This design comes from an exercise in tuning for small area, a short achievable clock period and few clock cycles per item on the open sky130 flow, not from production work.
No functional check of the RTL was part of this run.

==> design/flow/design.v <==
package tri_setup_pkg;
	localparam int COORD_W   = 12;
	localparam int ROW_W     = 10;
	localparam int FRAC_W    = 10;
	localparam int SLOPE_W   = 24;
	localparam int QUOT_BITS = 22;                       
	localparam int HDR_W     = 2 * COORD_W + 3 * ROW_W;
endpackage
`timescale 1ns/10ps
module tri_setup_top (
	input  logic          clk100,
	input  logic          rst_n,
	input  logic          next_frame,
	input  logic [71:0]   vtx_data,
	input  logic          vtx_empty,
	input  logic          tri_wait,
	output logic          vtx_pop,
	output logic [125:0]  tri_data,
	output logic          tri_push
);
	localparam int CW  = tri_setup_pkg::COORD_W;     
	localparam int NQ  = tri_setup_pkg::QUOT_BITS;   
	localparam int NST = NQ / 2;                     
	localparam int DS  = 2;                          
	localparam int LS  = DS + NST;                   
	assign vtx_pop = !vtx_empty && !tri_wait && !next_frame && rst_n;
	logic v [0:LS];
	always_ff @(posedge clk100 or negedge rst_n)
	begin
		if (!rst_n)
			for (int s = 0; s <= LS; s++)
				v[s] <= 1'b0;
		else if (next_frame)
			for (int s = 0; s <= LS; s++)
				v[s] <= 1'b0;
		else
		begin
			v[0] <= vtx_pop;
			for (int s = 1; s <= LS; s++)
				v[s] <= v[s-1];
		end
	end
	logic [71:0] w0;
	always_ff @(posedge clk100)
		w0 <= vtx_data;
	logic [CW-1:0] vx [0:2];
	logic [CW-1:0] vy [0:2];
	always_comb
		for (int i = 0; i < 3; i++)
		begin
			vx[i] = w0[(5-i)*CW +: CW];
			vy[i] = w0[(2-i)*CW +: CW];
		end
	logic [CW-1:0] p_dy  [0:2];
	logic [CW-1:0] p_adx [0:2];
	logic          p_neg [0:2];
	logic          p_le  [0:2];    
	logic          p_row [0:2];    
	for (genvar p = 0; p < 3; p++)
	begin : g_pair
		localparam int I = (p == 2) ? 1 : 0;
		localparam int J = (p == 0) ? 1 : 2;
		logic [CW-1:0] yd_f, yd_b, xd_f, xd_b;
		logic          yge_f, yge_b, xge_f, xge_b;
		sub_ge #(.W(CW)) u_yf (.a(vy[J]), .b(vy[I]), .ge(yge_f), .diff(yd_f));
		sub_ge #(.W(CW)) u_yb (.a(vy[I]), .b(vy[J]), .ge(yge_b), .diff(yd_b));
		sub_ge #(.W(CW)) u_xf (.a(vx[J]), .b(vx[I]), .ge(xge_f), .diff(xd_f));
		sub_ge #(.W(CW)) u_xb (.a(vx[I]), .b(vx[J]), .ge(xge_b), .diff(xd_b));
		assign p_le[p]  = yge_f;
		assign p_dy[p]  = yge_f ? yd_f : yd_b;
		assign p_adx[p] = xge_f ? xd_f : xd_b;
		assign p_neg[p] = yge_f ? !xge_f : !xge_b;
		assign p_row[p] = vy[I][CW-1:2] == vy[J][CW-1:2];
	end
	logic [5:0]    o;
	logic [CW-1:0] e_dy  [0:2];
	logic [CW-1:0] e_adx [0:2];
	logic          e_neg [0:2];
	logic [CW-1:0] h_xtop, h_xright, h_ytop;
	assign o[0] =  p_le[0] &  p_le[1] &  p_le[2];
	assign o[1] =  p_le[0] &  p_le[1] & !p_le[2];
	assign o[2] = !p_le[0] &  p_le[1] &  p_le[2];
	assign o[3] =  p_le[0] & !p_le[1] & !p_le[2];
	assign o[4] = !p_le[0] & !p_le[1] &  p_le[2];
	assign o[5] = !p_le[0] & !p_le[1] & !p_le[2];
	localparam logic [11:0] LONG_P = {2'd1, 2'd0, 2'd2, 2'd2, 2'd0, 2'd1};
	localparam logic [11:0] TOP_P = {2'd2, 2'd2, 2'd1, 2'd0, 2'd1, 2'd0};
	localparam logic [11:0] BOT_P = {2'd0, 2'd1, 2'd0, 2'd1, 2'd2, 2'd2};
	localparam logic [11:0] TOP_V = {2'd2, 2'd1, 2'd2, 2'd1, 2'd0, 2'd0};
	localparam logic [11:0] MID_V = {2'd1, 2'd2, 2'd0, 2'd0, 2'd2, 2'd1};
	always_comb
	begin
		for (int e = 0; e < 3; e++)
		begin
			e_dy[e]  = '0;
			e_adx[e] = '0;
			e_neg[e] = 1'b0;
		end
		h_xtop   = '0;
		h_ytop   = '0;
		h_xright = '0;
		for (int k = 0; k < 6; k++)
		begin
			e_dy[0]  = e_dy[0]  | ({CW{o[k]}} & p_dy[LONG_P[2*k +: 2]]);
			e_dy[1]  = e_dy[1]  | ({CW{o[k]}} & p_dy[TOP_P[2*k +: 2]]);
			e_dy[2]  = e_dy[2]  | ({CW{o[k]}} & p_dy[BOT_P[2*k +: 2]]);
			e_adx[0] = e_adx[0] | ({CW{o[k]}} & p_adx[LONG_P[2*k +: 2]]);
			e_adx[1] = e_adx[1] | ({CW{o[k]}} & p_adx[TOP_P[2*k +: 2]]);
			e_adx[2] = e_adx[2] | ({CW{o[k]}} & p_adx[BOT_P[2*k +: 2]]);
			e_neg[0] = e_neg[0] | (o[k] & p_neg[LONG_P[2*k +: 2]]);
			e_neg[1] = e_neg[1] | (o[k] & p_neg[TOP_P[2*k +: 2]]);
			e_neg[2] = e_neg[2] | (o[k] & p_neg[BOT_P[2*k +: 2]]);
			h_xtop   = h_xtop   | ({CW{o[k]}} & vx[TOP_V[2*k +: 2]]);
			h_ytop   = h_ytop   | ({CW{o[k]}} & vy[TOP_V[2*k +: 2]]);
			h_xright = h_xright | ({CW{o[k]}} & (p_row[TOP_P[2*k +: 2]] ? vx[MID_V[2*k +: 2]] : vx[TOP_V[2*k +: 2]]));
		end
	end
	logic [CW-1:0] xtop [1:LS-1];
	logic [CW-1:0] xrgt [1:LS-1];
	logic [CW-1:0] ytop [1:LS-1];
	logic [CW-1:0] dy   [1:LS-1][0:2];
	logic          neg  [1:LS-1][0:2];
	logic [CW-1:0] rem  [1:LS-1][0:2];    
	logic [NQ-1:0] nq   [1:LS-1][0:2];    
	logic [NQ-2:0] plow [0:2];           
	always_ff @(posedge clk100)
	begin
		xtop[1] <= h_xtop;
		xrgt[1] <= h_xright;
		ytop[1] <= h_ytop;
		for (int e = 0; e < 3; e++)
		begin
			dy[1][e]  <= e_dy[e];
			neg[1][e] <= e_neg[e];
			rem[1][e] <= '0;
			nq[1][e]  <= {e_adx[e], {(NQ-CW){1'b0}}};
		end
	end
	for (genvar s = DS; s < LS; s++)
	begin : g_stage
		localparam int K = 2 * (s - DS + 1);              
		localparam int W1 = (K - 1 < CW + 1) ? K - 1 : CW + 1;
		localparam int W2 = (K < CW + 1) ? K : CW + 1;
		for (genvar e = 0; e < 3; e++)
		begin : g_div
			logic          q1, q2;
			logic [CW-1:0] r1, r2;
			logic [NQ-1:0] n_new;
			logic [W1-1:0] t1;
			if (W1 == 1)
			begin : g_t1
				assign t1 = nq[s-1][e][NQ-1];
			end
			else
			begin : g_t1w
				assign t1 = {rem[s-1][e][W1-2:0], nq[s-1][e][NQ-1]};
			end
			r2_step #(.W(W1)) u_s1 (
				.t     (t1),
				.d     (dy[s-1][e]),
				.q     (q1),
				.r_new (r1[((W1 < CW) ? W1 : CW)-1:0])
			);
			if (W1 < CW)
			begin : g_z1
				assign r1[CW-1:W1] = '0;
			end
			r2_step #(.W(W2)) u_s2 (
				.t     ({r1[W2-2:0], nq[s-1][e][NQ-2]}),
				.d     (dy[s-1][e]),
				.q     (q2),
				.r_new (r2[((W2 < CW) ? W2 : CW)-1:0])
			);
			if (W2 < CW)
			begin : g_z2
				assign r2[CW-1:W2] = '0;
			end
			assign n_new[1:0] = {q1, q2};
			for (genvar b = 2; b < NQ; b++)
			begin : g_nb
				assign n_new[b] = (b >= K && b < K + NQ - CW) ? 1'b0 : nq[s-1][e][b-2];
			end
			if (s == LS - 1)
			begin : g_pl
				logic [NQ-2:0] pl;
				or_prefix #(.W(NQ-2)) u_pl (.a(nq[s-1][e][NQ-3:0]), .o(pl));
				always_ff @(posedge clk100)
					plow[e] <= pl;
			end
			always_ff @(posedge clk100)
			begin
				dy[s][e]  <= dy[s-1][e];
				neg[s][e] <= neg[s-1][e];
				rem[s][e] <= r2;
				nq[s][e]  <= n_new;
			end
		end
		always_ff @(posedge clk100)
		begin
			xtop[s] <= xtop[s-1];
			xrgt[s] <= xrgt[s-1];
			ytop[s] <= ytop[s-1];
		end
	end
	logic [23:0]   slope [0:2];
	logic [CW-1:0] y_mid, y_bot;
	logic [125:0]  res;
	for (genvar e = 0; e < 3; e++)
	begin : g_fin
		logic [NQ-1:0] qv;
		logic [NQ-1:0] low;      
		logic          s_neg;
		assign qv = nq[LS-1][e];
		logic q10;
		assign q10 = qv[1] | qv[0];
		assign low[0] = 1'b0;
		assign low[1] = qv[0];
		for (genvar b = 2; b < NQ; b++)
		begin : g_low
			assign low[b] = plow[e][b-2] | q10;
		end
		assign s_neg = neg[LS-1][e] && (plow[e][NQ-2] || q10);
		assign slope[e] = (dy[LS-1][e] == '0) ? 24'd0
			: {s_neg, s_neg, qv ^ ({NQ{neg[LS-1][e]}} & low)};
	end
	assign y_mid = ytop[LS-1] + dy[LS-1][1];
	assign y_bot = ytop[LS-1] + dy[LS-1][0];
	always_ff @(posedge clk100)
		res <= {xtop[LS-1], xrgt[LS-1], ytop[LS-1][CW-1:2], y_mid[CW-1:2], y_bot[CW-1:2],
			slope[0], slope[1], slope[2]};
	assign tri_data = res;
	assign tri_push = v[LS];
endmodule
module pg_bit (
	input  logic a,
	input  logic b,
	output logic gt,
	output logic eq
);
	assign gt = a & !b;
	assign eq = !(a ^ b);
endmodule
module pg_node (
	input  logic gt_h,
	input  logic eq_h,
	input  logic gt_l,
	input  logic eq_l,
	output logic gt,
	output logic eq
);
	assign gt = gt_h | (eq_h & gt_l);
	assign eq = eq_h & eq_l;
endmodule
module ge_prefix #(
	parameter int W = 13
) (
	input  logic [W-1:0] a,
	input  logic [W-1:0] b,
	output logic [W-1:0] eqb,    
	output logic [W-1:0] ge
);
	localparam int LV = (W <= 1) ? 0 : (W <= 2) ? 1 : (W <= 4) ? 2 : (W <= 8) ? 3 : (W <= 16) ? 4 : 5;
	logic [W-1:0] gt [0:LV];
	logic [W-1:0] eq [0:LV];
	for (genvar i = 0; i < W; i++)
	begin : g_b
		pg_bit u_b (.a(a[i]), .b(b[i]), .gt(gt[0][i]), .eq(eq[0][i]));
	end
	assign eqb = eq[0];
	for (genvar l = 0; l < LV; l++)
	begin : g_lvl
		for (genvar i = 0; i < W; i++)
		begin : g_bit
			if (((i >> l) & 1) == 1)
			begin : g_cmb
				localparam int J = ((i >> l) << l) - 1;
				pg_node u_n (.gt_h(gt[l][i]), .eq_h(eq[l][i]), .gt_l(gt[l][J]), .eq_l(eq[l][J]),
					.gt(gt[l+1][i]), .eq(eq[l+1][i]));
			end
			else
			begin : g_thr
				assign gt[l+1][i] = gt[l][i];
				assign eq[l+1][i] = eq[l][i];
			end
		end
	end
	assign ge = gt[LV] | eq[LV];
endmodule
module r2_step #(
	parameter int W = 13
) (
	input  logic [W-1:0]                  t,
	input  logic [11:0]                   d,
	output logic                          q,
	output logic [((W < 12) ? W : 12)-1:0] r_new
);
	localparam int RW = (W < 12) ? W : 12;
	logic [W-1:0] db;
	logic [W-1:0] eqb;
	logic [W-1:0] ge;
	logic         d_fit;       
	if (W < 12)
	begin : g_nar
		assign db    = d[W-1:0];
		assign d_fit = d[11:W] == '0;
	end
	else if (W == 12)
	begin : g_eq
		assign db    = d;
		assign d_fit = 1'b1;
	end
	else
	begin : g_wide
		assign db    = {1'b0, d};
		assign d_fit = 1'b1;
	end
	ge_prefix #(.W(W)) u_ge (.a(t), .b(db), .eqb(eqb), .ge(ge));
	assign q = d_fit & ge[W-1];
	assign r_new[0] = q ? !eqb[0] : t[0];
	for (genvar i = 1; i < RW; i++)
	begin : g_r
		assign r_new[i] = q ? (eqb[i] ^ ge[i-1]) : t[i];
	end
endmodule
module or2_node (
	input  logic a,
	input  logic b,
	output logic o
);
	assign o = a | b;
endmodule
module or_prefix #(
	parameter int W = 20
) (
	input  logic [W-1:0] a,
	output logic [W:0]   o
);
	localparam int LV = (W <= 2) ? 1 : (W <= 4) ? 2 : (W <= 8) ? 3 : (W <= 16) ? 4 : 5;
	logic [W-1:0] p [0:LV];
	assign p[0] = a;
	for (genvar l = 0; l < LV; l++)
	begin : g_lvl
		for (genvar i = 0; i < W; i++)
		begin : g_bit
			if (((i >> l) & 1) == 1)
			begin : g_cmb
				or2_node u_o (.a(p[l][i]), .b(p[l][((i >> l) << l) - 1]), .o(p[l+1][i]));
			end
			else
			begin : g_thr
				assign p[l+1][i] = p[l][i];
			end
		end
	end
	assign o = {p[LV], 1'b0};
endmodule
module sub_ge #(
	parameter int W = 12
) (
	input  logic [W-1:0] a,
	input  logic [W-1:0] b,
	output logic         ge,
	output logic [W-1:0] diff
);
	logic [W-1:0] eqb;
	logic [W-1:0] gep;
	ge_prefix #(.W(W)) u_ge (.a(a), .b(b), .eqb(eqb), .ge(gep));
	assign ge = gep[W-1];
	assign diff[0] = !eqb[0];
	for (genvar i = 1; i < W; i++)
	begin : g_d
		assign diff[i] = eqb[i] ^ gep[i-1];
	end
endmodule
==> design/flow/run.sh <==
#!/bin/bash
# synth_recipe.tcl (not shown) runs the flow's synth.tcl, then flattens the netlist and writes it again
# the make line also repeats each setting of config.mk as NAME=value (left out here)
make -C /OpenROAD-flow-scripts/flow DESIGN_CONFIG=/design/flow/config.mk WORK_HOME=/design/flow/orfs CLKGATE_MAP_FILE= SYNTH_SCRIPT=/design/flow/synth_recipe.tcl finish
==> design/flow/config.mk <==
export PLATFORM = sky130hd
export DESIGN_NAME = tri_setup_top
export DESIGN_NICKNAME = tri_setup_top
export VERILOG_FILES = /design/flow/design.v
export SDC_FILE = /design/flow/constraint.sdc
export NUM_CORES = 4
export LEC_CHECK = 0
export CAP_MARGIN = 20
export CORE_MARGIN = 2
export CORE_UTILIZATION = 55
export SETUP_SLACK_MARGIN = 1.4
export SLEW_MARGIN = 20
export SYNTH_HIERARCHICAL = 1
==> design/flow/constraint.sdc <==
create_clock -name core_clock -period 4.5 [get_ports {clk100}]
set_input_delay 0.9000 -clock core_clock [delete_from_list [all_inputs] [get_ports {clk100}]]
set_output_delay 0.9000 -clock core_clock [all_outputs]
set_load 0.01 [all_outputs]
==> summary.md <==
| Metric | Value |
|---|---|
| Crit path cell chain | `inv_2 -> ha_4 -> a21o_1 -> a21o_1 -> a21o_1 -> a21o_1 -> or2_1 -> nor4b_4 -> buf_4 -> mux2_4 -> ha_4 -> and2_4 -> a21o_1 -> a21o_1 -> a21o_1 -> or2_1 -> nor3b_4 -> buf_6 -> mux2_4` |
| Die Y | `422.1 µm` |
| Critical path class | `reg2reg` |
| Crit share post-route | `88.67%` |
| Startpoint Class | `flop` |
| Post-DP Area | `roughly 0.10 mm²` |
| Detailed Place HPWL | `147800 µm` |
| Avg Synthesized Cell Area | `between 9 and 10 µm²` |
| Warnings, synthesis | `113` |
| Layout Area Growth over Synthesis | `29.28%` |
| Layout cells sized above 1 | `34.45%` |
| GPL Wtd Cong | `0.8876` |
| Worst slew pin tran | `1021 ps` |
| H-Tree Depth | `4` |
| Cell area after layout | `0.1243 mm²` |
| Drt total wl | `217500 µm` |
| Worst Hold Class | `reg2reg` |
| Final setup fails | `0` |
| Crit Path Max Fanout | `5` |
| Final Hold Violating Endpoints | `0` |
| Critical-path top delay cell | `dfxtp_2` |
| Fin Clk Skew | `about 57 ps` |
| Wire length on met3 | `around 7300 µm` |
| Vias | `between 60000 and 70000` |
| Die X | `422.1 µm` |
| Starting Density | `55.32%` |
| Grt total ovfl | `0` |
| Clock-pin slew on the worst setup and hold paths | `60 ps` |
| TritonCTS clock tree | `built` |
| # port buffers | `204` |
| Max-cap viol count | `0` |
| TritonCTS buffer count | `between 150 and 200` |
| Total track usage | `23.58%` |
| First-pass GRT wire length | `345600 µm` |
| Cells after Synth | `roughly 9800` |
| Unrepaired setup endpoints after global routing | `yes` |
| Nets | `between 10000 and 15000` |
| Initial DRC count | `2792` |
| Max-slew violation count | `0` |
| Fin Hold WS | `279.8 ps` |
| Total iterations of the first detailed-routing run | `7` |
| Outcome | `timing/DRC/antenna clean` |
| Via/cell ratio | `5.080` |
| Post-Layout Cell Count | `13076` |
| CP most frequent cell | `a21o_1` |
| Fmax achieved | `250.6 MHz` |
| Number of buffers and inverters on the critical path | `3` |
| Top Metal Used | `met4` |
| Post-route minimum period | `3990 ps` |
| Fillers | `12770` |
| Residual DRC | `0` |
| Critical Path RT | `5240 ps` |
| Largest net degree at the start of global routing | `61` |
| Core ar. | `0.1738 mm²` |
| Critical Path End Type | `flop` |
| Clock sink total | `1964` |
| Number of top-level pins | `205` |
| Cell Rows | `153` |
| Synthesized area | `0.09616 mm²` |
| CP arrival | `4730 ps` |
| Vias in the first global route | `67507` |
| DRT met1 WL | `just over 90000 µm` |
| Placed Cells | `about 12000` |
| CTS Buffer Depth | `3` |
| Slew headroom | `31.93%` |
| Full die area | `0.1782 mm²` |
| Clock latency (worst-skew pair) | `between 800 and 900 ps` |
| CP top delay family | `compound AO/OA/AOI/OAI gates` |
| Worst path max stage delay | `330 ps` |
| Routed Antenna Nets | `0` |
| Initial antenna violation count | `1` |
| TNS Setup | `0 ps` |
| Root Buffer | `clkbuf_16` |
| Routed met2 length | `approximately 110000 µm` |
| Post-DR wirelength/cell | `16.63 µm` |
-- through the flow --
stage | utilization [%] | worst slack [ps]
after floorplan | - | 737.3
after global placement | 59.92 | 293.0
after detailed placement | 59.92 | 221.2
after CTS | 68.77 | 432.2
after global routing | 71.52 | 359.4
final | 71.52 | 510.0
-- flip-flops by register name (all words and copies together) (netlist names) --
name,flops
nq,522
dy,432
rem,270
xrgt,144
xtop,144
ytop,144
res,123
w0,72
plow,63
neg,36
v,14
-- final cells by class --
type                       instances  area, µm²  share of cell area (%)
timing repair buffer            1037       9067                   7.294
multi-input combinational       6532      61940                   49.82
sequential                      1964      40250                   32.38
inverter                         862       3249                   2.614
clock buffer                     255       5405                   4.348
antenna                            2      5.005                0.004026
clock inverter                    99       1494                   1.202
tap                             2325       2909                   2.340
-- path summary, 6_finish.rpt --
check,start,end,slack [ps],depth (start not counted)
setup / recovery,dy[14][1]$_DFF_P_,rem[17][8]$_DFF_P_,510,19
hold / removal,nq[29][5]$_DFF_P_,nq[32][7]$_DFF_P_,280,0
setup reg to reg,dy[14][1]$_DFF_P_,rem[17][8]$_DFF_P_,510,19
hold reg to reg,nq[29][5]$_DFF_P_,nq[32][7]$_DFF_P_,280,0
max in group asynchronous,rst_n,v[8]$_DFF_PN0_,3990,2
min in group asynchronous,rst_n,v[1]$_DFF_PN0_,340,2
-- cell usage in the layout, fill, tap and decap left out, drive strengths merged, types with 12 or more instances in the layout --
| master | instances |
|---|---|
| a211oi | 12 |
| a21o | 1163 |
| a21oi | 393 |
| a221o | 20 |
| a222oi | 24 |
| a22oi | 32 |
| and2 | 1154 |
| buf | 827 |
| bufinv | 20 |
| clkbuf | 259 |
| clkdlybuf4s50 | 202 |
| clkinv | 52 |
| clkinvlp | 21 |
| conb | 90 |
| dfrtp | 14 |
| dfxtp | 1950 |
| ha | 788 |
| inv | 868 |
| mux2 | 214 |
| mux2i | 78 |
| nand2 | 122 |
| nor2 | 477 |
| nor2b | 29 |
| nor3 | 20 |
| nor4 | 34 |
| nor4b | 23 |
| o21ai | 98 |
| o221ai | 28 |
| or2 | 915 |
| xnor2 | 368 |
| xor2 | 367 |
-- timing repair --
action | in CTS | in global routing
buffers inserted | 517 | 247
cloned | 97 | 5
pin swaps | 678 | 442
resized for setup | 1040 | 577
hold buffers | 0 | 0
setup endpoints to repair | 405 | 355
-- metal layers --
| metal | global-route usage (%) | up-vias |
|---|---|---|
| met5 | 0 | - |
| met4 | 8.381 | 0 |
| met3 | 3.024 | 404 |
| met2 | 43.93 | 1132 |
| met1 | 27.46 | 31580 |
| li1 | - | 33313 |

static timing again, ports no longer ideal:
In the flow no input, the clock included, has a driving cell. The finished layout below was timed again as built, in two steps. Step 1 assumes that a clkbuf_16 drives the clock port and a buf_2 every other input. Step 2 also shifts input and output timing later by t, the mid clock arrival at the registers, as if the neighbouring blocks saw the same clock. a / b / c = ideal / step 1 / step 2; a / b = the first two.
t (ns): 0.914
setup slack, ns: 0.510 / 0.510 / 0.510
hold WS [ns]: 0.280 / 0.280 / 0.280
After both steps this run still meets setup and hold. For this run, drivers alone change the setup slack by 0.000 ns; drivers and shift together by 0.000 ns.
